Context: an optimization exercise on an open-source flow, tuned for small area and few clock cycles per item. The choices shown serve that exercise and are no tape-out recipe.
Only simulation tests tie the RTL to the original design; equivalence was not proved.

==> flow/design.v (outline; a module is shown in full before it is edited, if it fits) <==
// module appl_angle_err: 48 lines
// module angle_position_pid_loop: 167 lines
// module appl_fa: 10 lines
// module appl_bsel: 10 lines
// module appl_bsel2: 10 lines
// module appl_bsel2t: 11 lines
// module appl_bsel1n: 8 lines
// module appl_bsel1: 8 lines
// module appl_ha: 9 lines
// module appl_pid_isum: 931 lines
// module appl_pid_acc: 1801 lines
module angle_position_pid_loop #(
  parameter int ENCODER_BITS   = appl_pkg::ENCODER_BITS_DEF,
  parameter int GAIN_FRAC_BITS = appl_pkg::GAIN_FRAC_BITS_DEF
) (
  input  logic                                clk_i,
  input  logic                                rst_ni,
  input  logic                                in_valid_i,
  output logic                                in_ready_o,
  input  logic [appl_pkg::ENC_W-1:0]          encoder_count_i,
  output logic                                out_valid_o,
  input  logic                                out_ready_i,
  output logic signed [appl_pkg::CUR_W-1:0]   current_ref_o,
  input  logic                                cfg_we_i,
  input  logic [appl_pkg::CFG_IDX_W-1:0]      cfg_idx_i,
  input  logic [appl_pkg::CFG_DATA_W-1:0]     cfg_data_i
);
  // ...
==> flow/run.sh <==
#!/bin/bash
# synth_recipe.tcl (not shown) runs the flow's synth.tcl, then flattens the netlist and writes it again
# the make line also repeats each setting of config.mk as NAME=value (left out here)
make -C /OpenROAD-flow-scripts/flow DESIGN_CONFIG=/design/flow/config.mk WORK_HOME=/design/flow/orfs CLKGATE_MAP_FILE= SYNTH_SCRIPT=/design/flow/synth_recipe.tcl finish
==> flow/config.mk <==
export PLATFORM = sky130hd
export DESIGN_NAME = angle_position_pid_loop
export DESIGN_NICKNAME = angle_position_pid_loop
export VERILOG_FILES = /design/flow/design.v
export SDC_FILE = /design/flow/constraint.sdc
export NUM_CORES = 4
export LEC_CHECK = 0
export CAP_MARGIN = 20
export CORE_MARGIN = 2
export CORE_UTILIZATION = 55
export CTS_CLUSTER_DIAMETER = 100
export CTS_CLUSTER_SIZE = 25
export SLEW_MARGIN = 20
export SYNTH_HIERARCHICAL = 1
==> flow/constraint.sdc <==
create_clock -name core_clock -period 10.5 [get_ports {clk_i}]
set_input_delay 2.1000 -clock core_clock [delete_from_list [all_inputs] [get_ports {clk_i}]]
set_output_delay 2.1000 -clock core_clock [all_outputs]
set_load 0.01 [all_outputs]
==> run notes, run 1 <==
=====================================================================================================
Proportion of cell area occupied by registers                                                   15.4%
Status                                                               no timing/DRC/antenna violations
Registers with the most flip-flops                                                       integ_q x32, angle_cfg_q x29
Final layout net count                                                                           4090
Worst Hold Class                                                                              reg2reg
Drt via density                                                                                  6.73
Clock tree cell share of total cell area                                                        1.61%
CP delay by family, top                                                                   adder cells
Worst slack at placement                                                                     0.354 ns
Biggest area consumer among synthesized cells                                            sky130_fd_sc_hd__fa_1
Clock-pin slew on the worst setup and hold paths                                              0.09 ns
Residual DRC count                                                                                  0
Tap cell instance count                                                                           846
Post-synthesis share of cell area spent on full adders, half adders and majority gates          36.5%
Reg-to-Reg End                                                                           current_ref_q[8]$_DFFE_PN_
Worst path most repeated cell                                                            sky130_fd_sc_hd__fa_1
Buf/Inv on CP                                                                                       2
Gpl congestion                                                                                   1.02
Global routing met2 resource utilization                                                        59.7%
Cell type of the slowest stage on the worst timing path                                  sky130_fd_sc_hd__dfrtp_1
Worst Path Class, Setup                                                                       reg2reg
Area occupied by multi-input gates                                                        28400 sq um
=====================================================================================================
Testbench counts, summed over its fixed seeds: cycles 14,544, items 14,400.
==> run 2, diff against run 1 <==
--- a/flow/config.mk
+++ b/flow/config.mk
@@ -11,4 +11,5 @@
 export CTS_CLUSTER_DIAMETER = 100
 export CTS_CLUSTER_SIZE = 25
+export PLACE_DENSITY = 0.75
 export SLEW_MARGIN = 20
 export SYNTH_HIERARCHICAL = 1
==> run 2 against run 1 <==
- final area shrank 1.1%
- sequential share of layout area grew 0.17 points
- critical endpoint is now current_ref_q[3]$_DFFE_PN_
- final cell count is 0.74% lower
- wire length shrank 9.8%
- setup slack worse by 0.11 ns
==> run notes, run 2 <==
=======================================================================================
Sequential-to-total area share from yosys stat                                    16.8%   unchanged
Worst Path Class, Setup                                                         reg2reg   unchanged
Unrepaired setup endpoints after global routing                                   false   unchanged
Category of the worst setup path capture point                                     flop   unchanged
Cell type of the slowest stage on the worst timing path                    sky130_fd_sc_hd__o31a_1   was sky130_fd_sc_hd__dfrtp_1
Flip-flop and latch count after synthesis                                           224   unchanged
Die outline area                                                            65000 sq um   unchanged
Gpl congestion                                                                    0.981   was 1.02
Post-Synthesis Cell Area                                                    34700 sq um   unchanged
Total setup violations reported at the end of the flow                                0   unchanged
Effective utilization at floorplan                                                55.2%   unchanged
Aggregate global-route resource usage                                             34.6%   was 38.1%
Setup TNS                                                                          0 ns   unchanged
Leading cell types in the layout, fill and taps excluded                   sky130_fd_sc_hd__xnor2_1 (552), sky130_fd_sc_hd__fa_1 (506), sky130_fd_sc_hd__a22oi_1 (418), sky130_fd_sc_hd__ha_1 (201), sky130_fd_sc_hd__nand2_1 (195)   unchanged
Final core utilization                                                            59.7%   was 60.3%
Drt via density                                                                    6.71   was 6.73
Number of violations reported at the end of detailed-routing iteration 0           2962   was 3282
Status                                                 no timing/DRC/antenna violations   unchanged
Crit share post-route                                                             93.9%   was 92.8%
Registers with the most flip-flops                                         integ_q x32, angle_cfg_q x29   unchanged
Crit path launch type                                                              flop   unchanged
Vias in the first global route                                                    28000   was 28700
Buf/Inv on CP                                                                         3   was 2
Max FFs per register                                                                 32   unchanged
Largest fanout of any net on the critical path                                       21   was 15
CP delay by family, top                                                     adder cells   unchanged
Routed length per placed instance                                               26.5 um   was 29.2 um
# Post-CTS Setup Buffers                                                              0   unchanged
Clock Skews                                                                   0.0143 ns   was 0.0556 ns
Number of H-tree branching levels                                                     1   unchanged
Final WL                                                                         110 mm   was 122 mm
Routed vias                                                                       27900   was 28200
Num CTS Buffers                                                                      13   was 17
Die W                                                                            255 um   unchanged
Critical path's largest stage delay                                             0.62 ns   was 0.59 ns
Minimum clock period after layout                                               9.86 ns   was 9.74 ns
Most frequent cell after synthesis                                         sky130_fd_sc_hd__xnor2_1   unchanged
Average cell area after synthesis                                            10.9 sq um   unchanged
Transition at the pin with the smallest max-transition slack                    1.18 ns   was 1.08 ns
Standard cell core area                                                     62700 sq um   unchanged
# port buffers                                                                       63   unchanged
Commonest cells post-synth                                                 sky130_fd_sc_hd__xnor2_1 (552), sky130_fd_sc_hd__fa_1 (506), sky130_fd_sc_hd__a22oi_1 (418)   unchanged
Number of hold buffers added after cts                                                0   unchanged
Number of enable-type register cells in the synthesized netlist                      43   unchanged
Worst slew margin                                                                 21.0%   was 27.6%
Register with the most flip-flops                                               integ_q   unchanged
Leading cell type in the layout, fill and taps excluded                    sky130_fd_sc_hd__xnor2_1   unchanged
Required time of the critical path                                             10.84 ns   was 10.91 ns
# clock sinks                                                                       224   unchanged
Worst Hold Class                                                                reg2reg   unchanged
Max cap viols                                                                         0   unchanged
Count of inserted antenna diode cells                                                 0   unchanged
Residual DRC count                                                                    0   unchanged
Post-cts sizing count                                                                 0   unchanged
Post-route antenna net violation count                                                0   unchanged
Global-route wire length before repair                                           171 mm   was 184 mm
Post-synthesis to final-layout area growth                                        8.01%   was 9.16%
Total global routing overflow                                                         0   unchanged
Share of the synthesized area in the top cell type                                29.2%   unchanged
Gate count after technology mapping                                                3191   unchanged
Share of flip-flops with an asynchronous set or reset                             80.8%   unchanged
Root Driver                                                                sky130_fd_sc_hd__clkbuf_16   unchanged
Number of rows created at floorplan                                                  92   unchanged
Most used DFF post-synth                                                   sky130_fd_sc_hd__dfrtp_1   unchanged
Clock-pin slew on the worst setup and hold paths                                0.10 ns   was 0.09 ns
Pin count of the biggest net entering global routing                                112   was 77
Final Hold Vio Count                                                                  0   unchanged
Worst-Skew Late Latency                                                         0.51 ns   was 0.57 ns
Number of iterations in the first detailed-routing pass                               6   was 7
Detail Placement HPWL                                                           83.9 mm   was 92.7 mm
Count of different cell masters after synthesis                                      92   unchanged
Final Max Tran Viols                                                                  0   unchanged
Initial antenna violation count                                                       1   was 4
Nets in the synthesized netlist                                                    3944   unchanged
Biggest area consumer among synthesized cells                              sky130_fd_sc_hd__fa_1   unchanged
Maximum buffer depth of the clock tree                                                3   unchanged
Leading cell types by total area after synthesis                           sky130_fd_sc_hd__fa_1 (29%), sky130_fd_sc_hd__xnor2_1 (14%), sky130_fd_sc_hd__dfrtp_1 (13%)   unchanged
I/O pin total                                                                        64   unchanged
Achievable clock frequency                                                    0.101 GHz   was 0.103 GHz
Worst path most repeated cell                                              sky130_fd_sc_hd__fa_1   unchanged
Vertical extent of the die                                                       255 um   unchanged
CTS tree                                                                            yes   unchanged
Ratio of cells with drive above 1 in the final layout                             9.92%   was 10.9%
Synthesis Warnings                                                                    8   unchanged
Data arrival time at the worst-slack endpoint                                  10.20 ns   was 10.15 ns
Final layout net count                                                             4064   was 4090
=======================================================================================
-- run 2: logic make-up after synthesis --
group,synth area share [%]
adder cells (fa/ha/maj),36.5
AO/OA/AOI/OAI,18.1
XOR/XNOR,15.4
AND/OR/NAND/NOR,6.80
flip-flops,16.8
buffers and inverters,1.97
other,0.0217
multiplexers,4.39
-- run 2: final cells by class --
type / instances / area (sq um)
timing repair buffer: 155 / 1340
fill: 5281 / 25300
multi-input combinational: 2795 / 28400
clock buffer: 19 / 369
clock inverter: 2 / 27.5
tap: 846 / 1060
sequential: 224 / 5830
inverter: 122 / 458
-- run 2: worst paths after layout --
check / startpoint / end / slack [ns] / cells past startpoint
max: err_b_q[7]$_DFFE_PN0P_ / current_ref_q[3]$_DFFE_PN_ / 0.64 / 29
min: valid_b_q$_DFFE_PN0N_ / out_valid_q$_DFFE_PN0N_ / 0.46 / 2
max reg2reg: err_b_q[7]$_DFFE_PN0P_ / current_ref_q[3]$_DFFE_PN_ / 0.64 / 29
min reg2reg: valid_b_q$_DFFE_PN0N_ / out_valid_q$_DFFE_PN0N_ / 0.46 / 2
max in group asynchronous: rst_ni / prop_gain_q[5]$_DFFE_PN0P_ / 7.34 / 2
min in group asynchronous: rst_ni / err_b_q[0]$_DFFE_PN0P_ / 1.68 / 1
-- run 2: per-module statistics from Yosys, one instance, submodules excluded, excerpt --
| module | copies in the design | flip-flops and latches | cell area (sq um) |
|---|---|---|---|
| appl_fa | 505 | 0 | 20.0 |
| appl_bsel2t | 19 | 0 | 35.0 |
| angle_position_pid_loop | 1 | 224 | 10600 |
| appl_bsel1 | 67 | 0 | 12.5 |
| appl_bsel2 | 209 | 0 | 32.5 |
| appl_bsel1n | 1 | 0 | 12.5 |
| appl_ha | 57 | 0 | 12.5 |
| appl_pid_acc | 1 | 0 | 2240 |
| appl_pid_isum | 1 | 0 | 2130 |
-- run 2: stage by stage --
stage          area (sq um)  std cells  worst slack, ns  hold slack (ns)
6_report              37400       4163            0.644            0.464
5_1_grt               37400       4163            0.153            0.497
4_1_cts               37400       4163            0.798            0.469
3_5_place_dp          37000       4142            0.437            0.451
3_3_place_gp          37000       4142            0.435            0.434
2_1_floorplan         34700       3191            0.542            0.411
-- run 2: layer usage --
layer / global-route usage (%) / vias up / wire length [um]
met1: 46.9 / 14000 / 42800
met5: 0 / - / 13
met3: 9.31 / 316 / 13400
met4: 12.8 / 2 / 4650
met2: 53.3 / 1796 / 49600
li1: - / 11800 / -
-- run 2: tightest hold or removal path: cells and delay by family (launching register included) --
family | cells | cell delay [ns]
and+or+nand+nor | 1 | 0.05
buffers and inverters | 1 | 0.05
DFF | 1 | 0.33

## re-timing with driven ports
In the flow no input, the clock included, has a driving cell. The finished layouts below were timed again as built, in two steps.
Step 1 (the two cells are an assumption about what drives the block):
set clk [get_ports {clk_i}]
set_driving_cell -lib_cell sky130_fd_sc_hd__clkbuf_16 $clk
set_driving_cell -lib_cell sky130_fd_sc_hd__buf_2 [delete_from_list [all_inputs] $clk]
Step 2 also shifts input and output timing later by t, the mid clock arrival at the registers, as if the neighbouring blocks saw the same clock.
a / b / c = no drivers / after step 1 / after step 2; a / b = the first two.
| run | t (ns) | setup slack, ns | worst setup path at the end |
|---|---|---|---|
| run 1 | 0.615 | 0.758 / 0.758 / 0.264 | input to register |
| run 2 | 0.560 | 0.644 / 0.644 / 0.344 | input to register |
After both steps every run listed still meets setup and hold. The setup slack of run 1, which loses most, moves by 0.000 ns with the drivers and by -0.494 ns with both steps.
